Context: an optimization exercise on an open-source flow, tuned for small area. The choices shown serve that exercise and are no tape-out recipe.
Function was checked by simulation only, so behaviour that the tests miss may differ from the original.
Power figures rest on the tool's default switching activity, not on a simulated workload.

## design/flow/flow/run.sh

```bash
#!/bin/bash
# Standard synthesis, then the combinational logic re-mapped for area (registers,
# adder cells and tie cells untouched), then the standard layout with the
# smallest buffer on the ports. Each tool writes its log to a file here.
set -euo pipefail
export BUFFER_PORTS_ARGS="-buffer_cell sky130_fd_sc_hd__buf_1"
bash standard.sh synth > log_synth.log 2>&1
R=orfs/results/$FLOW_PLATFORM/pid_controller_param/base
LIB=$FLOW_HOME/platforms/$FLOW_PLATFORM/lib/sky130_fd_sc_hd__tt_025C_1v80.lib
cp $R/1_2_yosys.v std_netlist.v
KEEP=$(grep -oE "sky130_fd_sc_hd__(df|edf|sdf|dl|fa_|ha_|conb)[a-z0-9_]*" std_netlist.v | sort -u | tr '\n' ' ')
sed -e "s|@LIB@|$LIB|g" -e "s|@KEEP@|$KEEP|" -e "s|@TOP@|$FLOW_TOP|g" flow/remap.ys.in > remap.ys
yosys -l log_remap.log -s remap.ys > /dev/null
cp remap_netlist.v $R/1_2_yosys.v
rm -f $R/1_synth.odb $R/1_synth.sdc
bash standard.sh > log_flow.log 2>&1
```

## design/flow/flow/remap.abc

```
&get -n
&st
&dch
&nf -R 1000
&put
```

## design/flow/flow/remap.ys.in

```
# Re-map the combinational logic of the standard synthesis netlist for area.
# Registers, full/half adders and tie cells are kept as blackboxes, untouched.
read_liberty -ignore_miss_func -ignore_miss_dir @LIB@
read_verilog std_netlist.v
hierarchy -top @TOP@
blackbox @KEEP@
flatten
hierarchy -top @TOP@
opt_clean -purge
tee -o remap_pre.txt stat
abc -liberty @LIB@ -script flow/remap.abc -dont_use sky130_fd_sc_hd__lpflow_bleeder_1 -dont_use sky130_fd_sc_hd__lpflow_clkbufkapwr_1 -dont_use sky130_fd_sc_hd__lpflow_clkbufkapwr_16 -dont_use sky130_fd_sc_hd__lpflow_clkbufkapwr_2 -dont_use sky130_fd_sc_hd__lpflow_clkbufkapwr_4 -dont_use sky130_fd_sc_hd__lpflow_clkbufkapwr_8 -dont_use sky130_fd_sc_hd__lpflow_clkinvkapwr_1 -dont_use sky130_fd_sc_hd__lpflow_clkinvkapwr_16 -dont_use sky130_fd_sc_hd__lpflow_clkinvkapwr_2 -dont_use sky130_fd_sc_hd__lpflow_clkinvkapwr_4 -dont_use sky130_fd_sc_hd__lpflow_clkinvkapwr_8 -dont_use sky130_fd_sc_hd__lpflow_decapkapwr_12 -dont_use sky130_fd_sc_hd__lpflow_decapkapwr_3 -dont_use sky130_fd_sc_hd__lpflow_decapkapwr_4 -dont_use sky130_fd_sc_hd__lpflow_decapkapwr_6 -dont_use sky130_fd_sc_hd__lpflow_decapkapwr_8 -dont_use sky130_fd_sc_hd__lpflow_inputiso0n_1 -dont_use sky130_fd_sc_hd__lpflow_inputiso0p_1 -dont_use sky130_fd_sc_hd__lpflow_inputiso1n_1 -dont_use sky130_fd_sc_hd__lpflow_inputiso1p_1 -dont_use sky130_fd_sc_hd__lpflow_inputisolatch_1 -dont_use sky130_fd_sc_hd__lpflow_isobufsrc_1 -dont_use sky130_fd_sc_hd__lpflow_isobufsrc_16 -dont_use sky130_fd_sc_hd__lpflow_isobufsrc_2 -dont_use sky130_fd_sc_hd__lpflow_isobufsrc_4 -dont_use sky130_fd_sc_hd__lpflow_isobufsrc_8 -dont_use sky130_fd_sc_hd__lpflow_isobufsrckapwr_16 -dont_use sky130_fd_sc_hd__lpflow_lsbuf_lh_hl_isowell_tap_1 -dont_use sky130_fd_sc_hd__lpflow_lsbuf_lh_hl_isowell_tap_2 -dont_use sky130_fd_sc_hd__lpflow_lsbuf_lh_hl_isowell_tap_4 -dont_use sky130_fd_sc_hd__lpflow_lsbuf_lh_isowell_4 -dont_use sky130_fd_sc_hd__lpflow_lsbuf_lh_isowell_tap_1 -dont_use sky130_fd_sc_hd__lpflow_lsbuf_lh_isowell_tap_2 -dont_use sky130_fd_sc_hd__lpflow_lsbuf_lh_isowell_tap_4 -dont_use sky130_fd_sc_hd__probe_p_8 -dont_use sky130_fd_sc_hd__probec_p_8 
opt_clean -purge
hilomap -singleton -hicell sky130_fd_sc_hd__conb_1 HI -locell sky130_fd_sc_hd__conb_1 LO
rename -hide w:*.*
opt_clean -purge
tee -o remap_stat.txt stat -liberty @LIB@
write_verilog -noattr -nohex -nodec remap_netlist.v
```

## design/flow/standard.sh

```bash
#!/bin/bash
# synth_recipe.tcl (not shown) runs the flow's synth.tcl, then flattens the netlist and writes it again
# the make line also repeats each setting of config.mk as NAME=value (left out here)
make -C /OpenROAD-flow-scripts/flow DESIGN_CONFIG=/design/flow/config.mk WORK_HOME=/design/flow/orfs CLKGATE_MAP_FILE= SYNTH_SCRIPT=/design/flow/synth_recipe.tcl "${@:-finish}"
```

## design/flow/config.mk

```make
export PLATFORM = sky130hd
export DESIGN_NAME = pid_controller_param
export DESIGN_NICKNAME = pid_controller_param
export VERILOG_FILES = /design/flow/design.v
export SDC_FILE = /design/flow/constraint.sdc
export NUM_CORES = 4
export LEC_CHECK = 0
export ABC_AREA = 1
export CAP_MARGIN = 20
export CORE_MARGIN = 2
export CORE_UTILIZATION = 65
export CTS_BUF_LIST = sky130_fd_sc_hd__clkbuf_8
export SLEW_MARGIN = 20
export SYNTH_HIERARCHICAL = 1
```

## design/flow/constraint.sdc

```tcl
create_clock -name core_clock -period 13.5 [get_ports {clk}]
set_input_delay 2.7000 -clock core_clock [delete_from_list [all_inputs] [get_ports {clk}]]
set_output_delay 2.7000 -clock core_clock [all_outputs]
set_load 0.01 [all_outputs]
```

## design/flow/design.v

```verilog
package pid_pkg;
  localparam int DEF_DW   = 16;
  localparam int DEF_FRAC = 8;
  typedef enum logic [2:0] {
    ST_IDLE  = 3'd0,
    ST_ERR   = 3'd1,
    ST_MUL_P = 3'd2,
    ST_MUL_I = 3'd3,
    ST_MUL_D = 3'd4,
    ST_SUM   = 3'd5
  } state_t;
  typedef enum logic [1:0] {
    SAT_NONE = 2'b00,
    SAT_POS  = 2'b01,
    SAT_NEG  = 2'b10
  } sat_dir_t;
  function automatic logic [1:0] sat_dir(input logic sign_bit, input logic top_all_same);
    if (top_all_same) begin
      sat_dir = pid_pkg::SAT_NONE;
    end else if (sign_bit) begin
      sat_dir = pid_pkg::SAT_NEG;
    end else begin
      sat_dir = pid_pkg::SAT_POS;
    end
  endfunction
endpackage
module pid_sat #(
  parameter int IN_W  = 17,
  parameter int OUT_W = 16
) (
  input  logic signed [IN_W-1:0]  din,
  output logic signed [OUT_W-1:0] dout
);
  logic [IN_W-OUT_W:0] top;
  logic                top_same;
  always_comb begin
    top      = din[IN_W-1:OUT_W-1];
    top_same = (&top) | ~(|top);
    if (top_same) dout = din[OUT_W-1:0];
    else          dout = {din[IN_W-1], {(OUT_W-1){~din[IN_W-1]}}};
  end
endmodule
module pid_fa (
  input  logic a,
  input  logic b,
  input  logic c,
  output logic s,
  output logic co
);
  assign s  = a ^ b ^ c;
  assign co = (a & b) | (a & c) | (b & c);
endmodule
module pid_ha (
  input  logic a,
  input  logic b,
  output logic s,
  output logic co
);
  assign s  = a ^ b;
  assign co = a & b;
endmodule
module pid_controller_param #(
  parameter int DW   = pid_pkg::DEF_DW,
  parameter int FRAC = pid_pkg::DEF_FRAC,
  parameter int ACCW = 2*DW+4
) (
  input  logic                 clk,
  input  logic                 rst,
  input  logic                 en,
  input  logic                 clear,
  input  logic signed [DW-1:0] setpoint,
  input  logic signed [DW-1:0] feedback,
  input  logic signed [DW-1:0] kp,
  input  logic signed [DW-1:0] ki,
  input  logic signed [DW-1:0] kd,
  input  logic [ACCW-2:0]      int_limit,
  input  logic [15:0]          clk_times,
  output logic signed [DW-1:0] control_signal,
  output logic                 valid,
  output logic                 busy,
  output logic                 overrun
);
  logic [2:0]       st_q;
  logic [15:0]      cnt_q;
  logic [15:0]      e_q;       
  logic [15:0]      pe_q;      
  logic             pe_v;      
  logic [35:0]      acc_q;     
  logic             acc_c;     
  logic             acc_v;     
  logic [32:0]      t_q;       
  logic [15:0]      ctrl_q;
  logic             valid_q, overrun_q;
  logic s_idle, s_p, s_i, s_d, s_sum, tick;
  assign s_idle = ~st_q[2] & ~st_q[0];
  assign s_p    = st_q[1] & ~st_q[2];
  assign s_i    = st_q[2] & st_q[0];
  assign s_d    = st_q[1] & ~st_q[0];
  assign s_sum  = st_q[2] & ~st_q[1];
  logic [15:0] sub_a, sub_b, sub_sat;
  assign sub_a = s_i ? e_q  : setpoint;
  assign sub_b = s_i ? pe_q : feedback;
  pid_sub u_sub (.a(sub_a), .b(sub_b), .d(sub_sat));
  logic [15:0] cnt_inc;
  pid_inc u_inc (.a(cnt_q), .y(cnt_inc));
  assign tick = en && (cnt_q == clk_times);
  logic [127:0] pp;
  logic [7:0]   ppn, neg;
  pid_booth u_booth (.kp(kp), .ki(ki), .kd(kd), .sel_p(~s_i & ~s_d & ~s_sum), .sel_i(s_i),
                     .sel_d(s_d), .e(e_q), .pp(pp), .ppn(ppn), .neg(neg));
  logic        xen, yen, xc;
  logic [35:0] xa;
  logic [32:0] yt;
  assign xen = (s_i | s_sum) & acc_v;
  assign yen = s_d | s_sum;
  assign xa  = acc_q & {36{xen}};
  assign xc  = acc_c & xen;
  assign yt  = t_q & {33{yen}};
  logic [36:0] ra, rb, sum;
  logic        clamp, csgn;
  pid_tree u_tree (.pp(pp), .ppn(ppn), .neg(neg), .xa(xa), .xc(xc), .yt(yt), .ra(ra), .rb(rb));
  pid_cpa  u_cpa  (.a(ra), .b(rb), .s(sum));
  pid_cmp  u_cmp  (.s(sum), .lim(int_limit), .clamp(clamp));
  assign csgn = sum[36];
  logic [15:0] out_sat;
  pid_sat #(.IN_W(28), .OUT_W(16)) u_sat_out (.din(sum[35:8]), .dout(out_sat));
  always_ff @(posedge clk or posedge rst) begin
    if (rst) begin
      st_q      <= 3'b000;
      cnt_q     <= '0;
      pe_v      <= 1'b0;
      acc_v     <= 1'b0;
      ctrl_q    <= '0;
      valid_q   <= 1'b0;
      overrun_q <= 1'b0;
    end else begin
      cnt_q     <= (!en || tick) ? 16'd0 : cnt_inc;
      valid_q   <= s_sum;
      overrun_q <= tick && !s_idle;
      if (s_idle) begin
        if (tick) st_q <= 3'b001;
      end else begin
        st_q <= {st_q[1:0], ~st_q[2]};
      end
      if (s_i) pe_v <= 1'b1;
      else if (clear) pe_v <= 1'b0;
      if (clear) acc_v <= 1'b0;
      else if (s_i) acc_v <= 1'b1;
      if (s_sum) ctrl_q <= out_sat;
    end
  end
  always_ff @(posedge clk) begin
    if ((s_idle && tick) || (s_i && !clear && pe_v)) e_q <= sub_sat;
    if (s_i) pe_q <= e_q;
    if (s_i) begin
      if (clamp) begin
        acc_q <= {csgn, int_limit ^ {35{csgn}}};
        acc_c <= csgn;
      end else begin
        acc_q <= sum[35:0];
        acc_c <= 1'b0;
      end
    end
    if (s_p || s_d) t_q <= sum[32:0];
  end
  assign control_signal = ctrl_q;
  assign valid          = valid_q;
  assign busy           = ~s_idle;
  assign overrun        = overrun_q;
endmodule
module pid_sub (
  input  logic [15:0] a,
  input  logic [15:0] b,
  output logic [15:0] d
);
  logic [16:0] r;
  logic [16:0] c;
  logic        c_unused;
  assign r[0] = a[0] ^ b[0];
  assign c[1] = a[0] | ~b[0];
  genvar k;
  generate
    for (k = 1; k < 16; k++) begin : g_bit
      pid_fa u_fa (.a(a[k]), .b(~b[k]), .c(c[k]), .s(r[k]), .co(c[k+1]));
    end
  endgenerate
  pid_fa u_top (.a(a[15]), .b(~b[15]), .c(c[16]), .s(r[16]), .co(c_unused));
  pid_sat #(.IN_W(17), .OUT_W(16)) u_sat (.din(r), .dout(d));
endmodule
module pid_inc (
  input  logic [15:0] a,
  output logic [15:0] y
);
  logic [16:0] c;
  assign y[0] = ~a[0];
  assign c[1] = a[0];
  genvar k;
  generate
    for (k = 1; k < 16; k++) begin : g_bit
      pid_ha u_ha (.a(a[k]), .b(c[k]), .s(y[k]), .co(c[k+1]));
    end
  endgenerate
endmodule
module pid_booth (
  input  logic [15:0]  kp,
  input  logic [15:0]  ki,
  input  logic [15:0]  kd,
  input  logic         sel_p,
  input  logic         sel_i,
  input  logic         sel_d,
  input  logic [15:0]  e,
  output logic [127:0] pp,
  output logic [7:0]   ppn,
  output logic [7:0]   neg
);
  logic [15:0] g;
  logic [16:0] ge;
  assign g  = (kp & {16{sel_p}}) | (ki & {16{sel_i}}) | (kd & {16{sel_d}});
  assign ge = {g, 1'b0};
  genvar i, j;
  generate
    for (i = 0; i < 8; i++) begin : g_row
      logic b2, b1, b0, one, two;
      assign b2 = e[2*i+1];
      assign b1 = e[2*i];
      if (i == 0) begin : g_lsb
        assign b0 = 1'b0;
      end else begin : g_mid
        assign b0 = e[2*i-1];
      end
      assign one    = b1 ^ b0;
      assign two    = (b2 & ~b1 & ~b0) | (~b2 & b1 & b0);
      assign neg[i] = b2;
      for (j = 0; j < 16; j++) begin : g_pp
        assign pp[16*i+j] = ((g[j] & one) | (ge[j] & two)) ^ b2;
      end
      assign ppn[i] = ~((g[15] & (one | two)) ^ b2);
    end
  endgenerate
endmodule
module pid_tree (
  input  logic [127:0] pp,
  input  logic [7:0]   ppn,
  input  logic [7:0]   neg,
  input  logic [35:0]  xa,
  input  logic         xc,
  input  logic [32:0]  yt,
  output logic [36:0]  ra,
  output logic [36:0]  rb
);
  logic s1, c2;
  pid_ha u_s1 (.a(neg[6]), .b(xa[12]), .s(s1), .co(c2));
  logic s3, c4;
  pid_ha u_s3 (.a(xa[13]), .b(yt[13]), .s(s3), .co(c4));
  logic s5, c6;
  pid_fa u_s5 (.a(neg[7]), .b(xa[14]), .c(yt[14]), .s(s5), .co(c6));
  logic s7, c8;
  pid_ha u_s7 (.a(pp[14]), .b(pp[28]), .s(s7), .co(c8));
  logic s9, c10;
  pid_fa u_s9 (.a(xa[15]), .b(yt[15]), .c(pp[15]), .s(s9), .co(c10));
  logic s11, c12;
  pid_ha u_s11 (.a(pp[29]), .b(pp[43]), .s(s11), .co(c12));
  logic s13, c14;
  assign s13 = ~(xa[16] ^ yt[16]);
  assign c14 = xa[16] | yt[16];
  logic s15, c16;
  pid_fa u_s15 (.a(ppn[0]), .b(pp[30]), .c(pp[44]), .s(s15), .co(c16));
  logic s17, c18;
  assign s17 = ~(xa[17] ^ yt[17]);
  assign c18 = xa[17] | yt[17];
  logic s19, c20;
  pid_ha u_s19 (.a(pp[31]), .b(pp[45]), .s(s19), .co(c20));
  logic s21, c22;
  pid_fa u_s21 (.a(xa[18]), .b(yt[18]), .c(ppn[1]), .s(s21), .co(c22));
  logic s23;
  assign s23 = ~xa[19];
  logic s24, c25;
  pid_ha u_s24 (.a(neg[3]), .b(xa[6]), .s(s24), .co(c25));
  logic s26, c27;
  pid_ha u_s26 (.a(xa[7]), .b(yt[7]), .s(s26), .co(c27));
  logic s28, c29;
  pid_fa u_s28 (.a(neg[4]), .b(xa[8]), .c(yt[8]), .s(s28), .co(c29));
  logic s30, c31;
  pid_ha u_s30 (.a(pp[8]), .b(pp[22]), .s(s30), .co(c31));
  logic s32, c33;
  pid_fa u_s32 (.a(xa[9]), .b(yt[9]), .c(pp[9]), .s(s32), .co(c33));
  logic s34, c35;
  pid_ha u_s34 (.a(pp[23]), .b(pp[37]), .s(s34), .co(c35));
  logic s36, c37;
  pid_fa u_s36 (.a(neg[5]), .b(xa[10]), .c(yt[10]), .s(s36), .co(c37));
  logic s38, c39;
  pid_fa u_s38 (.a(pp[10]), .b(pp[24]), .c(pp[38]), .s(s38), .co(c39));
  logic s40, c41;
  pid_ha u_s40 (.a(pp[52]), .b(pp[66]), .s(s40), .co(c41));
  logic s42, c43;
  pid_fa u_s42 (.a(xa[11]), .b(yt[11]), .c(pp[11]), .s(s42), .co(c43));
  logic s44, c45;
  pid_fa u_s44 (.a(pp[25]), .b(pp[39]), .c(pp[53]), .s(s44), .co(c45));
  logic s46, c47;
  pid_ha u_s46 (.a(pp[67]), .b(pp[81]), .s(s46), .co(c47));
  logic s48, c49;
  pid_fa u_s48 (.a(yt[12]), .b(s1), .c(pp[12]), .s(s48), .co(c49));
  logic s50, c51;
  pid_fa u_s50 (.a(pp[26]), .b(pp[40]), .c(pp[54]), .s(s50), .co(c51));
  logic s52, c53;
  pid_fa u_s52 (.a(pp[68]), .b(pp[82]), .c(pp[96]), .s(s52), .co(c53));
  logic s54, c55;
  pid_fa u_s54 (.a(c2), .b(s3), .c(pp[13]), .s(s54), .co(c55));
  logic s56, c57;
  pid_fa u_s56 (.a(pp[27]), .b(pp[41]), .c(pp[55]), .s(s56), .co(c57));
  logic s58, c59;
  pid_fa u_s58 (.a(pp[69]), .b(pp[83]), .c(pp[97]), .s(s58), .co(c59));
  logic s60, c61;
  pid_fa u_s60 (.a(c4), .b(s5), .c(pp[42]), .s(s60), .co(c61));
  logic s62, c63;
  pid_fa u_s62 (.a(pp[56]), .b(pp[70]), .c(pp[84]), .s(s62), .co(c63));
  logic s64, c65;
  pid_fa u_s64 (.a(pp[98]), .b(pp[112]), .c(s7), .s(s64), .co(c65));
  logic s66, c67;
  pid_fa u_s66 (.a(c6), .b(pp[57]), .c(pp[71]), .s(s66), .co(c67));
  logic s68, c69;
  pid_fa u_s68 (.a(pp[85]), .b(pp[99]), .c(pp[113]), .s(s68), .co(c69));
  logic s70, c71;
  pid_fa u_s70 (.a(c8), .b(s11), .c(s9), .s(s70), .co(c71));
  logic s72, c73;
  pid_fa u_s72 (.a(s13), .b(pp[58]), .c(pp[72]), .s(s72), .co(c73));
  logic s74, c75;
  pid_fa u_s74 (.a(pp[86]), .b(pp[100]), .c(pp[114]), .s(s74), .co(c75));
  logic s76, c77;
  pid_fa u_s76 (.a(c12), .b(c10), .c(s15), .s(s76), .co(c77));
  logic s78, c79;
  pid_fa u_s78 (.a(c14), .b(s17), .c(pp[59]), .s(s78), .co(c79));
  logic s80, c81;
  pid_fa u_s80 (.a(pp[73]), .b(pp[87]), .c(pp[101]), .s(s80), .co(c81));
  logic s82, c83;
  pid_fa u_s82 (.a(pp[115]), .b(s19), .c(c16), .s(s82), .co(c83));
  logic s84, c85;
  pid_fa u_s84 (.a(c18), .b(pp[46]), .c(pp[60]), .s(s84), .co(c85));
  logic s86, c87;
  pid_fa u_s86 (.a(pp[74]), .b(pp[88]), .c(pp[102]), .s(s86), .co(c87));
  logic s88, c89;
  pid_fa u_s88 (.a(pp[116]), .b(c20), .c(s21), .s(s88), .co(c89));
  logic s90, c91;
  pid_fa u_s90 (.a(yt[19]), .b(s23), .c(pp[47]), .s(s90), .co(c91));
  logic s92, c93;
  pid_fa u_s92 (.a(pp[61]), .b(pp[75]), .c(pp[89]), .s(s92), .co(c93));
  logic s94, c95;
  pid_fa u_s94 (.a(pp[103]), .b(pp[117]), .c(c22), .s(s94), .co(c95));
  logic s96, c97;
  pid_fa u_s96 (.a(xa[20]), .b(yt[20]), .c(xa[19]), .s(s96), .co(c97));
  logic s98, c99;
  pid_fa u_s98 (.a(ppn[2]), .b(pp[62]), .c(pp[76]), .s(s98), .co(c99));
  logic s100, c101;
  pid_fa u_s100 (.a(pp[90]), .b(pp[104]), .c(pp[118]), .s(s100), .co(c101));
  logic s102, c103;
  assign s102 = ~(xa[21] ^ yt[21]);
  assign c103 = xa[21] | yt[21];
  logic s104, c105;
  pid_fa u_s104 (.a(pp[63]), .b(pp[77]), .c(pp[91]), .s(s104), .co(c105));
  logic s106, c107;
  pid_ha u_s106 (.a(pp[105]), .b(pp[119]), .s(s106), .co(c107));
  logic s108, c109;
  pid_fa u_s108 (.a(xa[22]), .b(yt[22]), .c(ppn[3]), .s(s108), .co(c109));
  logic s110, c111;
  pid_fa u_s110 (.a(pp[78]), .b(pp[92]), .c(pp[106]), .s(s110), .co(c111));
  logic s112, c113;
  assign s112 = ~(xa[23] ^ yt[23]);
  assign c113 = xa[23] | yt[23];
  logic s114, c115;
  pid_ha u_s114 (.a(pp[79]), .b(pp[93]), .s(s114), .co(c115));
  logic s116, c117;
  pid_fa u_s116 (.a(xa[24]), .b(yt[24]), .c(ppn[4]), .s(s116), .co(c117));
  logic s118;
  assign s118 = ~xa[25];
  logic s119, c120;
  pid_ha u_s119 (.a(neg[0]), .b(xa[0]), .s(s119), .co(c120));
  logic s121, c122;
  pid_ha u_s121 (.a(neg[1]), .b(xa[2]), .s(s121), .co(c122));
  logic s123, c124;
  pid_ha u_s123 (.a(xa[3]), .b(yt[3]), .s(s123), .co(c124));
  logic s125, c126;
  pid_fa u_s125 (.a(neg[2]), .b(xa[4]), .c(yt[4]), .s(s125), .co(c126));
  logic s127, c128;
  pid_ha u_s127 (.a(pp[4]), .b(pp[18]), .s(s127), .co(c128));
  logic s129, c130;
  pid_fa u_s129 (.a(xa[5]), .b(yt[5]), .c(pp[5]), .s(s129), .co(c130));
  logic s131, c132;
  pid_ha u_s131 (.a(pp[19]), .b(pp[33]), .s(s131), .co(c132));
  logic s133, c134;
  pid_fa u_s133 (.a(yt[6]), .b(s24), .c(pp[6]), .s(s133), .co(c134));
  logic s135, c136;
  pid_fa u_s135 (.a(pp[20]), .b(pp[34]), .c(pp[48]), .s(s135), .co(c136));
  logic s137, c138;
  pid_fa u_s137 (.a(c25), .b(s26), .c(pp[7]), .s(s137), .co(c138));
  logic s139, c140;
  pid_fa u_s139 (.a(pp[21]), .b(pp[35]), .c(pp[49]), .s(s139), .co(c140));
  logic s141, c142;
  pid_fa u_s141 (.a(c27), .b(s28), .c(pp[36]), .s(s141), .co(c142));
  logic s143, c144;
  pid_fa u_s143 (.a(pp[50]), .b(pp[64]), .c(s30), .s(s143), .co(c144));
  logic s145, c146;
  pid_fa u_s145 (.a(c29), .b(pp[51]), .c(pp[65]), .s(s145), .co(c146));
  logic s147, c148;
  pid_fa u_s147 (.a(c31), .b(s34), .c(s32), .s(s147), .co(c148));
  logic s149, c150;
  pid_fa u_s149 (.a(s36), .b(pp[80]), .c(c35), .s(s149), .co(c150));
  logic s151, c152;
  pid_fa u_s151 (.a(s40), .b(c33), .c(s38), .s(s151), .co(c152));
  logic s153, c154;
  pid_fa u_s153 (.a(c37), .b(c41), .c(s46), .s(s153), .co(c154));
  logic s155, c156;
  pid_fa u_s155 (.a(c39), .b(s42), .c(s44), .s(s155), .co(c156));
  logic s157, c158;
  pid_fa u_s157 (.a(c47), .b(c43), .c(c45), .s(s157), .co(c158));
  logic s159, c160;
  pid_fa u_s159 (.a(s48), .b(s50), .c(s52), .s(s159), .co(c160));
  logic s161, c162;
  pid_fa u_s161 (.a(c49), .b(c51), .c(c53), .s(s161), .co(c162));
  logic s163, c164;
  pid_fa u_s163 (.a(s54), .b(s56), .c(s58), .s(s163), .co(c164));
  logic s165, c166;
  pid_fa u_s165 (.a(c55), .b(c57), .c(c59), .s(s165), .co(c166));
  logic s167, c168;
  pid_fa u_s167 (.a(s60), .b(s62), .c(s64), .s(s167), .co(c168));
  logic s169, c170;
  pid_fa u_s169 (.a(c61), .b(c63), .c(s66), .s(s169), .co(c170));
  logic s171, c172;
  pid_fa u_s171 (.a(s68), .b(c65), .c(s70), .s(s171), .co(c172));
  logic s173, c174;
  pid_fa u_s173 (.a(c67), .b(c69), .c(s72), .s(s173), .co(c174));
  logic s175, c176;
  pid_fa u_s175 (.a(s74), .b(c71), .c(s76), .s(s175), .co(c176));
  logic s177, c178;
  pid_fa u_s177 (.a(c73), .b(c75), .c(s78), .s(s177), .co(c178));
  logic s179, c180;
  pid_fa u_s179 (.a(s80), .b(c77), .c(s82), .s(s179), .co(c180));
  logic s181, c182;
  pid_fa u_s181 (.a(c79), .b(c81), .c(s84), .s(s181), .co(c182));
  logic s183, c184;
  pid_fa u_s183 (.a(s86), .b(c83), .c(s88), .s(s183), .co(c184));
  logic s185, c186;
  pid_fa u_s185 (.a(c85), .b(c87), .c(s90), .s(s185), .co(c186));
  logic s187, c188;
  pid_fa u_s187 (.a(s92), .b(c89), .c(s94), .s(s187), .co(c188));
  logic s189, c190;
  pid_fa u_s189 (.a(s96), .b(c91), .c(c93), .s(s189), .co(c190));
  logic s191, c192;
  pid_fa u_s191 (.a(s98), .b(s100), .c(c95), .s(s191), .co(c192));
  logic s193, c194;
  pid_fa u_s193 (.a(s102), .b(c97), .c(s106), .s(s193), .co(c194));
  logic s195, c196;
  pid_fa u_s195 (.a(c99), .b(c101), .c(s104), .s(s195), .co(c196));
  logic s197, c198;
  pid_fa u_s197 (.a(c103), .b(pp[120]), .c(c107), .s(s197), .co(c198));
  logic s199, c200;
  pid_fa u_s199 (.a(c105), .b(s108), .c(s110), .s(s199), .co(c200));
  logic s201, c202;
  pid_fa u_s201 (.a(s112), .b(pp[107]), .c(pp[121]), .s(s201), .co(c202));
  logic s203, c204;
  pid_fa u_s203 (.a(s114), .b(c109), .c(c111), .s(s203), .co(c204));
  logic s205, c206;
  pid_fa u_s205 (.a(c113), .b(pp[94]), .c(pp[108]), .s(s205), .co(c206));
  logic s207, c208;
  pid_fa u_s207 (.a(pp[122]), .b(c115), .c(s116), .s(s207), .co(c208));
  logic s209, c210;
  pid_fa u_s209 (.a(yt[25]), .b(s118), .c(pp[95]), .s(s209), .co(c210));
  logic s211, c212;
  pid_fa u_s211 (.a(pp[109]), .b(pp[123]), .c(c117), .s(s211), .co(c212));
  logic s213, c214;
  pid_fa u_s213 (.a(xa[26]), .b(yt[26]), .c(xa[25]), .s(s213), .co(c214));
  logic s215, c216;
  pid_fa u_s215 (.a(ppn[5]), .b(pp[110]), .c(pp[124]), .s(s215), .co(c216));
  logic s217, c218;
  assign s217 = ~(xa[27] ^ yt[27]);
  assign c218 = xa[27] | yt[27];
  logic s219, c220;
  pid_ha u_s219 (.a(pp[111]), .b(pp[125]), .s(s219), .co(c220));
  logic s221, c222;
  pid_fa u_s221 (.a(xa[28]), .b(yt[28]), .c(ppn[6]), .s(s221), .co(c222));
  logic s223;
  assign s223 = ~xa[29];
  logic s224, c225;
  pid_ha u_s224 (.a(xc), .b(yt[0]), .s(s224), .co(c225));
  logic s226, c227;
  pid_fa u_s226 (.a(xa[1]), .b(yt[1]), .c(c120), .s(s226), .co(c227));
  logic s228, c229;
  pid_fa u_s228 (.a(yt[2]), .b(s121), .c(pp[2]), .s(s228), .co(c229));
  logic s230, c231;
  pid_fa u_s230 (.a(c122), .b(s123), .c(pp[3]), .s(s230), .co(c231));
  logic s232, c233;
  pid_fa u_s232 (.a(c124), .b(s125), .c(pp[32]), .s(s232), .co(c233));
  logic s234, c235;
  pid_fa u_s234 (.a(c126), .b(c128), .c(s131), .s(s234), .co(c235));
  logic s236, c237;
  pid_fa u_s236 (.a(c132), .b(c130), .c(s133), .s(s236), .co(c237));
  logic s238, c239;
  pid_fa u_s238 (.a(c134), .b(c136), .c(s137), .s(s238), .co(c239));
  logic s240, c241;
  pid_fa u_s240 (.a(c138), .b(c140), .c(s141), .s(s240), .co(c241));
  logic s242, c243;
  pid_fa u_s242 (.a(c142), .b(s145), .c(c144), .s(s242), .co(c243));
  logic s244, c245;
  pid_fa u_s244 (.a(c146), .b(s149), .c(c148), .s(s244), .co(c245));
  logic s246, c247;
  pid_fa u_s246 (.a(c150), .b(s153), .c(c152), .s(s246), .co(c247));
  logic s248, c249;
  pid_fa u_s248 (.a(c154), .b(c156), .c(s157), .s(s248), .co(c249));
  logic s250, c251;
  pid_fa u_s250 (.a(c158), .b(c160), .c(s161), .s(s250), .co(c251));
  logic s252, c253;
  pid_fa u_s252 (.a(c162), .b(c164), .c(s165), .s(s252), .co(c253));
  logic s254, c255;
  pid_fa u_s254 (.a(c166), .b(s169), .c(c168), .s(s254), .co(c255));
  logic s256, c257;
  pid_fa u_s256 (.a(c170), .b(s173), .c(c172), .s(s256), .co(c257));
  logic s258, c259;
  pid_fa u_s258 (.a(c174), .b(s177), .c(c176), .s(s258), .co(c259));
  logic s260, c261;
  pid_fa u_s260 (.a(c178), .b(s181), .c(c180), .s(s260), .co(c261));
  logic s262, c263;
  pid_fa u_s262 (.a(c182), .b(s185), .c(c184), .s(s262), .co(c263));
  logic s264, c265;
  pid_fa u_s264 (.a(c186), .b(s189), .c(c188), .s(s264), .co(c265));
  logic s266, c267;
  pid_fa u_s266 (.a(s193), .b(c190), .c(s195), .s(s266), .co(c267));
  logic s268, c269;
  pid_fa u_s268 (.a(c194), .b(s197), .c(c196), .s(s268), .co(c269));
  logic s270, c271;
  pid_fa u_s270 (.a(s201), .b(c198), .c(c200), .s(s270), .co(c271));
  logic s272, c273;
  pid_fa u_s272 (.a(c202), .b(s205), .c(c204), .s(s272), .co(c273));
  logic s274, c275;
  pid_fa u_s274 (.a(c206), .b(s209), .c(c208), .s(s274), .co(c275));
  logic s276, c277;
  pid_fa u_s276 (.a(s213), .b(c210), .c(s215), .s(s276), .co(c277));
  logic s278, c279;
  pid_fa u_s278 (.a(s217), .b(c214), .c(s219), .s(s278), .co(c279));
  logic s280, c281;
  pid_fa u_s280 (.a(c218), .b(pp[126]), .c(c220), .s(s280), .co(c281));
  logic s282, c283;
  pid_fa u_s282 (.a(yt[29]), .b(s223), .c(pp[127]), .s(s282), .co(c283));
  logic s284, c285;
  pid_fa u_s284 (.a(xa[30]), .b(yt[30]), .c(xa[29]), .s(s284), .co(c285));
  logic s286;
  assign s286 = ~xa[31];
  logic s287, c288;
  pid_ha u_s287 (.a(s224), .b(s119), .s(s287), .co(c288));
  logic s289, c290;
  pid_fa u_s289 (.a(c225), .b(s226), .c(pp[1]), .s(s289), .co(c290));
  logic s291, c292;
  pid_fa u_s291 (.a(c227), .b(pp[16]), .c(s228), .s(s291), .co(c292));
  logic s293, c294;
  pid_fa u_s293 (.a(pp[17]), .b(c229), .c(s230), .s(s293), .co(c294));
  logic s295, c296;
  pid_fa u_s295 (.a(s127), .b(c231), .c(s232), .s(s295), .co(c296));
  logic s297, c298;
  pid_fa u_s297 (.a(c233), .b(s129), .c(s234), .s(s297), .co(c298));
  logic s299, c300;
  pid_fa u_s299 (.a(s135), .b(c235), .c(s236), .s(s299), .co(c300));
  logic s301, c302;
  pid_fa u_s301 (.a(s139), .b(c237), .c(s238), .s(s301), .co(c302));
  logic s303, c304;
  pid_fa u_s303 (.a(s143), .b(c239), .c(s240), .s(s303), .co(c304));
  logic s305, c306;
  pid_fa u_s305 (.a(c241), .b(s147), .c(s242), .s(s305), .co(c306));
  logic s307, c308;
  pid_fa u_s307 (.a(s151), .b(c243), .c(s244), .s(s307), .co(c308));
  logic s309, c310;
  pid_fa u_s309 (.a(s155), .b(c245), .c(s246), .s(s309), .co(c310));
  logic s311, c312;
  pid_fa u_s311 (.a(s159), .b(c247), .c(s248), .s(s311), .co(c312));
  logic s313, c314;
  pid_fa u_s313 (.a(s163), .b(c249), .c(s250), .s(s313), .co(c314));
  logic s315, c316;
  pid_fa u_s315 (.a(s167), .b(c251), .c(s252), .s(s315), .co(c316));
  logic s317, c318;
  pid_fa u_s317 (.a(c253), .b(s171), .c(s254), .s(s317), .co(c318));
  logic s319, c320;
  pid_fa u_s319 (.a(s175), .b(c255), .c(s256), .s(s319), .co(c320));
  logic s321, c322;
  pid_fa u_s321 (.a(s179), .b(c257), .c(s258), .s(s321), .co(c322));
  logic s323, c324;
  pid_fa u_s323 (.a(s183), .b(c259), .c(s260), .s(s323), .co(c324));
  logic s325, c326;
  pid_fa u_s325 (.a(s187), .b(c261), .c(s262), .s(s325), .co(c326));
  logic s327, c328;
  pid_fa u_s327 (.a(s191), .b(c263), .c(s264), .s(s327), .co(c328));
  logic s329, c330;
  pid_fa u_s329 (.a(c192), .b(s266), .c(c265), .s(s329), .co(c330));
  logic s331, c332;
  pid_fa u_s331 (.a(s199), .b(c267), .c(s268), .s(s331), .co(c332));
  logic s333, c334;
  pid_fa u_s333 (.a(s203), .b(c269), .c(s270), .s(s333), .co(c334));
  logic s335, c336;
  pid_fa u_s335 (.a(s207), .b(c271), .c(s272), .s(s335), .co(c336));
  logic s337, c338;
  pid_fa u_s337 (.a(s211), .b(c273), .c(s274), .s(s337), .co(c338));
  logic s339, c340;
  pid_fa u_s339 (.a(c212), .b(s276), .c(c275), .s(s339), .co(c340));
  logic s341, c342;
  pid_fa u_s341 (.a(c216), .b(s278), .c(c277), .s(s341), .co(c342));
  logic s343, c344;
  pid_fa u_s343 (.a(s221), .b(c279), .c(s280), .s(s343), .co(c344));
  logic s345, c346;
  pid_fa u_s345 (.a(c222), .b(s282), .c(c281), .s(s345), .co(c346));
  logic s347, c348;
  pid_fa u_s347 (.a(s284), .b(ppn[7]), .c(c283), .s(s347), .co(c348));
  logic s349, c350;
  pid_fa u_s349 (.a(yt[31]), .b(s286), .c(c285), .s(s349), .co(c350));
  logic s351, c352;
  pid_fa u_s351 (.a(xa[32]), .b(~yt[32]), .c(xa[31]), .s(s351), .co(c352));
  logic s353;
  assign s353 = ~xa[33];
  logic s354;
  assign s354 = ~xa[34];
  assign ra = {1'b1, ~xa[35], xa[33], s353, s351, s349, s347, c344, s343, s341, c338, c336, c334, c332, s331, c328, c326, c324, c322, c320, c318, c316, c314, c312, c310, c308, c306, c304, c302, c300, c298, c296, c294, c292, c290, c288, s287};
  assign rb = {1'b0, xa[34], s354, c352, c350, c348, c346, s345, c342, c340, s339, s337, s335, s333, c330, s329, s327, s325, s323, s321, s319, s317, s315, s313, s311, s309, s307, s305, s303, s301, s299, s297, s295, s293, s291, s289, pp[0]};
endmodule
module pid_cpa (
  input  logic [36:0] a,
  input  logic [36:0] b,
  output logic [36:0] s
);
  logic [36:0] p, g;
  logic rc355;
  pid_ha u_r0 (.a(a[0]), .b(b[0]), .s(s[0]), .co(rc355));
  logic rc356;
  pid_fa u_r1 (.a(a[1]), .b(b[1]), .c(rc355), .s(s[1]), .co(rc356));
  logic rc357;
  pid_fa u_r2 (.a(a[2]), .b(b[2]), .c(rc356), .s(s[2]), .co(rc357));
  logic rc358;
  pid_fa u_r3 (.a(a[3]), .b(b[3]), .c(rc357), .s(s[3]), .co(rc358));
  logic rc359;
  pid_fa u_r4 (.a(a[4]), .b(b[4]), .c(rc358), .s(s[4]), .co(rc359));
  logic rc360;
  pid_fa u_r5 (.a(a[5]), .b(b[5]), .c(rc359), .s(s[5]), .co(rc360));
  logic rc361;
  pid_fa u_r6 (.a(a[6]), .b(b[6]), .c(rc360), .s(s[6]), .co(rc361));
  logic rc362;
  pid_fa u_r7 (.a(a[7]), .b(b[7]), .c(rc361), .s(s[7]), .co(rc362));
  logic rc363;
  pid_fa u_r8 (.a(a[8]), .b(b[8]), .c(rc362), .s(s[8]), .co(rc363));
  logic rc364;
  pid_fa u_r9 (.a(a[9]), .b(b[9]), .c(rc363), .s(s[9]), .co(rc364));
  pid_ha u_pg10 (.a(a[10]), .b(b[10]), .s(p[10]), .co(g[10]));
  pid_ha u_pg11 (.a(a[11]), .b(b[11]), .s(p[11]), .co(g[11]));
  pid_ha u_pg12 (.a(a[12]), .b(b[12]), .s(p[12]), .co(g[12]));
  pid_ha u_pg13 (.a(a[13]), .b(b[13]), .s(p[13]), .co(g[13]));
  pid_ha u_pg14 (.a(a[14]), .b(b[14]), .s(p[14]), .co(g[14]));
  pid_ha u_pg15 (.a(a[15]), .b(b[15]), .s(p[15]), .co(g[15]));
  pid_ha u_pg16 (.a(a[16]), .b(b[16]), .s(p[16]), .co(g[16]));
  pid_ha u_pg17 (.a(a[17]), .b(b[17]), .s(p[17]), .co(g[17]));
  pid_ha u_pg18 (.a(a[18]), .b(b[18]), .s(p[18]), .co(g[18]));
  pid_ha u_pg19 (.a(a[19]), .b(b[19]), .s(p[19]), .co(g[19]));
  pid_ha u_pg20 (.a(a[20]), .b(b[20]), .s(p[20]), .co(g[20]));
  pid_ha u_pg21 (.a(a[21]), .b(b[21]), .s(p[21]), .co(g[21]));
  pid_ha u_pg22 (.a(a[22]), .b(b[22]), .s(p[22]), .co(g[22]));
  pid_ha u_pg23 (.a(a[23]), .b(b[23]), .s(p[23]), .co(g[23]));
  pid_ha u_pg24 (.a(a[24]), .b(b[24]), .s(p[24]), .co(g[24]));
  pid_ha u_pg25 (.a(a[25]), .b(b[25]), .s(p[25]), .co(g[25]));
  pid_ha u_pg26 (.a(a[26]), .b(b[26]), .s(p[26]), .co(g[26]));
  pid_ha u_pg27 (.a(a[27]), .b(b[27]), .s(p[27]), .co(g[27]));
  pid_ha u_pg28 (.a(a[28]), .b(b[28]), .s(p[28]), .co(g[28]));
  pid_ha u_pg29 (.a(a[29]), .b(b[29]), .s(p[29]), .co(g[29]));
  pid_ha u_pg30 (.a(a[30]), .b(b[30]), .s(p[30]), .co(g[30]));
  pid_ha u_pg31 (.a(a[31]), .b(b[31]), .s(p[31]), .co(g[31]));
  pid_ha u_pg32 (.a(a[32]), .b(b[32]), .s(p[32]), .co(g[32]));
  pid_ha u_pg33 (.a(a[33]), .b(b[33]), .s(p[33]), .co(g[33]));
  pid_ha u_pg34 (.a(a[34]), .b(b[34]), .s(p[34]), .co(g[34]));
  pid_ha u_pg35 (.a(a[35]), .b(b[35]), .s(p[35]), .co(g[35]));
  assign p[36] = a[36];
  assign g[36] = 1'b0;
  wire bg365 = g[10] | (p[10] & rc364);
  wire bp366 = p[10] & 1'b0;
  wire bg367 = g[12] | (p[12] & g[11]);
  wire bp368 = p[12] & p[11];
  wire bg369 = g[14] | (p[14] & g[13]);
  wire bp370 = p[14] & p[13];
  wire bg371 = g[16] | (p[16] & g[15]);
  wire bp372 = p[16] & p[15];
  wire bg373 = g[18] | (p[18] & g[17]);
  wire bp374 = p[18] & p[17];
  wire bg375 = g[20] | (p[20] & g[19]);
  wire bp376 = p[20] & p[19];
  wire bg377 = g[22] | (p[22] & g[21]);
  wire bp378 = p[22] & p[21];
  wire bg379 = g[24] | (p[24] & g[23]);
  wire bp380 = p[24] & p[23];
  wire bg381 = g[26] | (p[26] & g[25]);
  wire bp382 = p[26] & p[25];
  wire bg383 = g[28] | (p[28] & g[27]);
  wire bp384 = p[28] & p[27];
  wire bg385 = g[30] | (p[30] & g[29]);
  wire bp386 = p[30] & p[29];
  wire bg387 = g[32] | (p[32] & g[31]);
  wire bp388 = p[32] & p[31];
  wire bg389 = g[34] | (p[34] & g[33]);
  wire bp390 = p[34] & p[33];
  wire bg391 = g[36] | (p[36] & g[35]);
  wire bp392 = p[36] & p[35];
  wire bg393 = bg367 | (bp368 & bg365);
  wire bp394 = bp368 & bp366;
  wire bg395 = bg371 | (bp372 & bg369);
  wire bp396 = bp372 & bp370;
  wire bg397 = bg375 | (bp376 & bg373);
  wire bp398 = bp376 & bp374;
  wire bg399 = bg379 | (bp380 & bg377);
  wire bp400 = bp380 & bp378;
  wire bg401 = bg383 | (bp384 & bg381);
  wire bp402 = bp384 & bp382;
  wire bg403 = bg387 | (bp388 & bg385);
  wire bp404 = bp388 & bp386;
  wire bg405 = bg391 | (bp392 & bg389);
  wire bp406 = bp392 & bp390;
  wire bg407 = bg395 | (bp396 & bg393);
  wire bp408 = bp396 & bp394;
  wire bg409 = bg399 | (bp400 & bg397);
  wire bp410 = bp400 & bp398;
  wire bg411 = bg403 | (bp404 & bg401);
  wire bp412 = bp404 & bp402;
  wire bg413 = bg409 | (bp410 & bg407);
  wire bp414 = bp410 & bp408;
  wire bg415 = bg411 | (bp412 & bg413);
  wire bp416 = bp412 & bp414;
  wire bg417 = bg397 | (bp398 & bg407);
  wire bp418 = bp398 & bp408;
  wire bg419 = bg401 | (bp402 & bg413);
  wire bp420 = bp402 & bp414;
  wire bg421 = bg405 | (bp406 & bg415);
  wire bp422 = bp406 & bp416;
  wire bg423 = bg369 | (bp370 & bg393);
  wire bp424 = bp370 & bp394;
  wire bg425 = bg373 | (bp374 & bg407);
  wire bp426 = bp374 & bp408;
  wire bg427 = bg377 | (bp378 & bg417);
  wire bp428 = bp378 & bp418;
  wire bg429 = bg381 | (bp382 & bg413);
  wire bp430 = bp382 & bp414;
  wire bg431 = bg385 | (bp386 & bg419);
  wire bp432 = bp386 & bp420;
  wire bg433 = bg389 | (bp390 & bg415);
  wire bp434 = bp390 & bp416;
  wire bg435 = g[11] | (p[11] & bg365);
  wire bp436 = p[11] & bp366;
  wire bg437 = g[13] | (p[13] & bg393);
  wire bp438 = p[13] & bp394;
  wire bg439 = g[15] | (p[15] & bg423);
  wire bp440 = p[15] & bp424;
  wire bg441 = g[17] | (p[17] & bg407);
  wire bp442 = p[17] & bp408;
  wire bg443 = g[19] | (p[19] & bg425);
  wire bp444 = p[19] & bp426;
  wire bg445 = g[21] | (p[21] & bg417);
  wire bp446 = p[21] & bp418;
  wire bg447 = g[23] | (p[23] & bg427);
  wire bp448 = p[23] & bp428;
  wire bg449 = g[25] | (p[25] & bg413);
  wire bp450 = p[25] & bp414;
  wire bg451 = g[27] | (p[27] & bg429);
  wire bp452 = p[27] & bp430;
  wire bg453 = g[29] | (p[29] & bg419);
  wire bp454 = p[29] & bp420;
  wire bg455 = g[31] | (p[31] & bg431);
  wire bp456 = p[31] & bp432;
  wire bg457 = g[33] | (p[33] & bg415);
  wire bp458 = p[33] & bp416;
  wire bg459 = g[35] | (p[35] & bg433);
  wire bp460 = p[35] & bp434;
  assign s[10] = p[10] ^ rc364;
  assign s[11] = p[11] ^ bg365;
  assign s[12] = p[12] ^ bg435;
  assign s[13] = p[13] ^ bg393;
  assign s[14] = p[14] ^ bg437;
  assign s[15] = p[15] ^ bg423;
  assign s[16] = p[16] ^ bg439;
  assign s[17] = p[17] ^ bg407;
  assign s[18] = p[18] ^ bg441;
  assign s[19] = p[19] ^ bg425;
  assign s[20] = p[20] ^ bg443;
  assign s[21] = p[21] ^ bg417;
  assign s[22] = p[22] ^ bg445;
  assign s[23] = p[23] ^ bg427;
  assign s[24] = p[24] ^ bg447;
  assign s[25] = p[25] ^ bg413;
  assign s[26] = p[26] ^ bg449;
  assign s[27] = p[27] ^ bg429;
  assign s[28] = p[28] ^ bg451;
  assign s[29] = p[29] ^ bg419;
  assign s[30] = p[30] ^ bg453;
  assign s[31] = p[31] ^ bg431;
  assign s[32] = p[32] ^ bg455;
  assign s[33] = p[33] ^ bg415;
  assign s[34] = p[34] ^ bg457;
  assign s[35] = p[35] ^ bg433;
  assign s[36] = p[36] ^ bg459;
endmodule
module pid_cmp (
  input  logic [36:0] s,
  input  logic [34:0] lim,
  output logic clamp
);
  logic [35:0] m;
  assign m = s[35:0] ^ {36{s[36]}};
  wire kg0 = m[0] & ~lim[0];
  wire kp0 = m[0] | ~lim[0];
  wire kg1 = m[1] & ~lim[1];
  wire kp1 = m[1] | ~lim[1];
  wire kg2 = m[2] & ~lim[2];
  wire kp2 = m[2] | ~lim[2];
  wire kg3 = m[3] & ~lim[3];
  wire kp3 = m[3] | ~lim[3];
  wire kg4 = m[4] & ~lim[4];
  wire kp4 = m[4] | ~lim[4];
  wire kg5 = m[5] & ~lim[5];
  wire kp5 = m[5] | ~lim[5];
  wire kg6 = m[6] & ~lim[6];
  wire kp6 = m[6] | ~lim[6];
  wire kg7 = m[7] & ~lim[7];
  wire kp7 = m[7] | ~lim[7];
  wire kg8 = m[8] & ~lim[8];
  wire kp8 = m[8] | ~lim[8];
  wire kg9 = m[9] & ~lim[9];
  wire kp9 = m[9] | ~lim[9];
  wire kg10 = m[10] & ~lim[10];
  wire kp10 = m[10] | ~lim[10];
  wire kg11 = m[11] & ~lim[11];
  wire kp11 = m[11] | ~lim[11];
  wire kg12 = m[12] & ~lim[12];
  wire kp12 = m[12] | ~lim[12];
  wire kg13 = m[13] & ~lim[13];
  wire kp13 = m[13] | ~lim[13];
  wire kg14 = m[14] & ~lim[14];
  wire kp14 = m[14] | ~lim[14];
  wire kg15 = m[15] & ~lim[15];
  wire kp15 = m[15] | ~lim[15];
  wire kg16 = m[16] & ~lim[16];
  wire kp16 = m[16] | ~lim[16];
  wire kg17 = m[17] & ~lim[17];
  wire kp17 = m[17] | ~lim[17];
  wire kg18 = m[18] & ~lim[18];
  wire kp18 = m[18] | ~lim[18];
  wire kg19 = m[19] & ~lim[19];
  wire kp19 = m[19] | ~lim[19];
  wire kg20 = m[20] & ~lim[20];
  wire kp20 = m[20] | ~lim[20];
  wire kg21 = m[21] & ~lim[21];
  wire kp21 = m[21] | ~lim[21];
  wire kg22 = m[22] & ~lim[22];
  wire kp22 = m[22] | ~lim[22];
  wire kg23 = m[23] & ~lim[23];
  wire kp23 = m[23] | ~lim[23];
  wire kg24 = m[24] & ~lim[24];
  wire kp24 = m[24] | ~lim[24];
  wire kg25 = m[25] & ~lim[25];
  wire kp25 = m[25] | ~lim[25];
  wire kg26 = m[26] & ~lim[26];
  wire kp26 = m[26] | ~lim[26];
  wire kg27 = m[27] & ~lim[27];
  wire kp27 = m[27] | ~lim[27];
  wire kg28 = m[28] & ~lim[28];
  wire kp28 = m[28] | ~lim[28];
  wire kg29 = m[29] & ~lim[29];
  wire kp29 = m[29] | ~lim[29];
  wire kg30 = m[30] & ~lim[30];
  wire kp30 = m[30] | ~lim[30];
  wire kg31 = m[31] & ~lim[31];
  wire kp31 = m[31] | ~lim[31];
  wire kg32 = m[32] & ~lim[32];
  wire kp32 = m[32] | ~lim[32];
  wire kg33 = m[33] & ~lim[33];
  wire kp33 = m[33] | ~lim[33];
  wire kg34 = m[34] & ~lim[34];
  wire kp34 = m[34] | ~lim[34];
  wire kg461 = kg0 | (kp0 & s[36]);
  wire kp462 = kp0 & 1'b1;
  wire kg463 = kg2 | (kp2 & kg1);
  wire kp464 = kp2 & kp1;
  wire kg465 = kg4 | (kp4 & kg3);
  wire kp466 = kp4 & kp3;
  wire kg467 = kg6 | (kp6 & kg5);
  wire kp468 = kp6 & kp5;
  wire kg469 = kg8 | (kp8 & kg7);
  wire kp470 = kp8 & kp7;
  wire kg471 = kg10 | (kp10 & kg9);
  wire kp472 = kp10 & kp9;
  wire kg473 = kg12 | (kp12 & kg11);
  wire kp474 = kp12 & kp11;
  wire kg475 = kg14 | (kp14 & kg13);
  wire kp476 = kp14 & kp13;
  wire kg477 = kg16 | (kp16 & kg15);
  wire kp478 = kp16 & kp15;
  wire kg479 = kg18 | (kp18 & kg17);
  wire kp480 = kp18 & kp17;
  wire kg481 = kg20 | (kp20 & kg19);
  wire kp482 = kp20 & kp19;
  wire kg483 = kg22 | (kp22 & kg21);
  wire kp484 = kp22 & kp21;
  wire kg485 = kg24 | (kp24 & kg23);
  wire kp486 = kp24 & kp23;
  wire kg487 = kg26 | (kp26 & kg25);
  wire kp488 = kp26 & kp25;
  wire kg489 = kg28 | (kp28 & kg27);
  wire kp490 = kp28 & kp27;
  wire kg491 = kg30 | (kp30 & kg29);
  wire kp492 = kp30 & kp29;
  wire kg493 = kg32 | (kp32 & kg31);
  wire kp494 = kp32 & kp31;
  wire kg495 = kg34 | (kp34 & kg33);
  wire kp496 = kp34 & kp33;
  wire kg497 = kg463 | (kp464 & kg461);
  wire kp498 = kp464 & kp462;
  wire kg499 = kg467 | (kp468 & kg465);
  wire kp500 = kp468 & kp466;
  wire kg501 = kg471 | (kp472 & kg469);
  wire kp502 = kp472 & kp470;
  wire kg503 = kg475 | (kp476 & kg473);
  wire kp504 = kp476 & kp474;
  wire kg505 = kg479 | (kp480 & kg477);
  wire kp506 = kp480 & kp478;
  wire kg507 = kg483 | (kp484 & kg481);
  wire kp508 = kp484 & kp482;
  wire kg509 = kg487 | (kp488 & kg485);
  wire kp510 = kp488 & kp486;
  wire kg511 = kg491 | (kp492 & kg489);
  wire kp512 = kp492 & kp490;
  wire kg513 = kg495 | (kp496 & kg493);
  wire kp514 = kp496 & kp494;
  wire kg515 = kg499 | (kp500 & kg497);
  wire kp516 = kp500 & kp498;
  wire kg517 = kg503 | (kp504 & kg501);
  wire kp518 = kp504 & kp502;
  wire kg519 = kg507 | (kp508 & kg505);
  wire kp520 = kp508 & kp506;
  wire kg521 = kg511 | (kp512 & kg509);
  wire kp522 = kp512 & kp510;
  wire kg523 = m[35] | (1'b1 & kg513);
  wire kp524 = 1'b1 & kp514;
  wire kg525 = kg517 | (kp518 & kg515);
  wire kp526 = kp518 & kp516;
  wire kg527 = kg521 | (kp522 & kg519);
  wire kp528 = kp522 & kp520;
  wire kg529 = kg527 | (kp528 & kg525);
  wire kp530 = kp528 & kp526;
  wire kg531 = kg523 | (kp524 & kg529);
  wire kp532 = kp524 & kp530;
  assign clamp = kg531;
endmodule
```

==> impl_results.md <==
* Mapped Cells at 1352
* First-pass GRT wire length at 62.3 mm
* Core footprint at 21900 um2
* Critical Path Slowest Stage Cell: fa_1
* Hold Path Origin: pe_v
* Setup clock skew after layout at 19.0 ps
* CP required at 13730 ps
* Crit path DAT at 12990 ps
* RSZ-0062 raised after global routing: no
* Num ports at 154
* Leakage at 6.47 nW
* Layout cells sized above 1 at 0.0584
* Clk root buf: clkbuf_8
* Via count at 11500
* DRT Pass-1 Iters at 6
* Worst Hold Depth at 2
* Filler Cells Inserted at 1607
* Area delta synth->final at 12.2%
* Final Hold Fails at 0
* Post-layout util at 0.745
* Min-Delay Path Class: reg2reg
* PnR worst setup slack at 744 ps
* Insertion delay to the later sink of the worst-skew pair at 490 ps
* Fin nets at 1973
* Most common cell after layout, fill and taps aside: nand2_1
* Worst-path fanout max at 24
* Reg2reg path depth at 46
* Cell mode on critical path: fa_1
* Final WL at 38.2 mm
* Cells after DPL at 1834
* Chip height at 154 um
* CTS tree: built
* GPL Wtd Cong at 0.879
* Detailed-route vias per instance at 6.15
* WP buf/inv at 4
* Max Root-Sink Buffers at 2
* Setup slack, reg-to-reg at 1400 ps
* Worst vdd ir at 0.162 mV
* Design area at 16300 um2
* Final Power at 2.11 mW
* Syn_area_per_cell at 10.7 um2
* Post-route insts no fill at 1873
* Total congestion overflow at 0
* Fmax achieved at 78.4 MHz
* Largest net degree at the start of global routing at 62
* Clock Pin Slew Worst Setup and Hold Paths at 90 ps
* Initial Util at 0.664
* Hold_ws at 498 ps
* Setup TNS at 0 ps
* PwrDens at 129 nW/um2
* Setup violations, final at 0
* Max_cap viols at 0
* CTS Sinks at 141
* Cell Area, Placed at 15900 um2
* Worst setup path category: in2reg
* Global Route Usage Sum at 0.338
* Die area at 23600 um2
* R2R Path End: acc_q[27]
* Warnings, synthesis at 9
* Pre-CTS setup slack at 38.2 ps
* Most frequent cells in the layout: nand2_1, xnor2_1, fa_1
* Sink of the worst hold path: pe_v
* RR Startpoint: st_q[2]
* Mapped Area at 14500 um2
* Vias in the first global route at 11800
* Worst-margin pin slew at 974 ps
* H-tree Lvls at 4
* Final antenna-violating net count at 0
* Max incr delay on CP at 490 ps
* Die span in x at 154 um
* TritonCTS Buffers at 17
* Area of the multi-input gates at 10400 um2
* DRC Markers at 0
* Top Family by Delay on Critical Path: adder cells
* Syn_nets at 1745
* IO Port Bufs at 153
* Row count at 54
* Worst Setup End Kind: flop
* Slew headroom at 0.348
* Worst Setup Start Kind: input port
* Antenna violations before repair at 1
* DR iter-0 viols at 820
* Fin. max-slew vios at 0
* Min Tclk post-route at 12760 ps
* Reg area at 4040 um2
* Placed wire-length estimate at 28.4 mm
* Antenna cell count at 0
* Period utilization at 0.945
* Avg WL per Cell at 20.4 um
* Status: finished clean
-- flip-flops by register name, summed over array words and instances, names as in the netlist --
signal     cells
acc_q         36
t_q           33
cnt_q         16
ctrl_q        16
e_q           16
pe_q          16
st_q           3
acc_c          1
acc_v          1
overrun_q      1
pe_v           1
valid_q        1
-- tightest hold or removal path, cell delays in order, from the launching register on --
cell and delay, ps:
dfrtp_1 340, nand2b_1 70, nand2_1 60
-- report_power, final --
part	switching (mW)	leakage (nW)	internal (mW)
combinational	0.705	4.84	0.494
sequential	0.0130	1.43	0.551
clock	0.194	0.197	0.149
-- how the worst max path moves through the flow --
stage / from / to / slack (ps) / depth (start not counted)
6_report: kd[1] / acc_q[27] / 740 / 44
3_5_place_dp: kd[1] / acc_q[26] / 40 / 45
5_1_grt: kd[1] / acc_q[27] / 60 / 44
4_1_cts: kd[1] / acc_q[26] / 520 / 45
2_1_floorplan: kd[1] / acc_q[0] / 70 / 40
3_3_place_gp: kd[1] / acc_q[26] / 340 / 46
-- routing by layer --
metal	track usage	part of all wire	wire length (um)
met4	0.121	0.036	1380
met5	0	0.00050	19
met3	0.0499	0.063	2410
met1	0.448	0.40	15100
met2	0.572	0.50	19300
-- what timing repair did --
action                     4_1_cts  5_1_grt
setup buffers                    0        7
setup endpoints to repair        0       36
hold buffers                     0        0
resized for setup                0        2
-- final cells by class --
cell class	instances	area share
Timing Repair Buffer	209	0.0617
Clock inverter	15	0.00836
Multi-Input combinational cell	1183	0.640
Inverter	28	0.00652
Sequential cell	141	0.248
Tap cell	280	0.0215
Clock buffer	17	0.0143

[separate check: timing with driven ports]
The flow's constraints put no driver on any port. The routed layout listed below was extracted and timed again, unchanged, in two steps. Step 1: set_driving_cell puts a clkbuf_16 on clk and a buf_2 on each other input, an assumption about the parent block. Step 2, shift: input delay + t, output delay - t, t = (earliest + latest rising clock arrival at the registers) / 2. This alone moves slack from input paths to output paths. Slacks: ideal ports / drivers / drivers and shift; pairs: ideal ports / drivers.
t, ns: 0.524
slack for setup (ns): 0.744 / 0.765 / 0.241
hold slack, ns: 0.498 / 0.498 / 0.498
worst setup path at the end: input to register
worst data-port slew with drivers (ns): 0.07
After both steps setup and hold are still met in this run. The setup slack of this run moves by +0.021 ns with the drivers and by -0.503 ns with both steps.
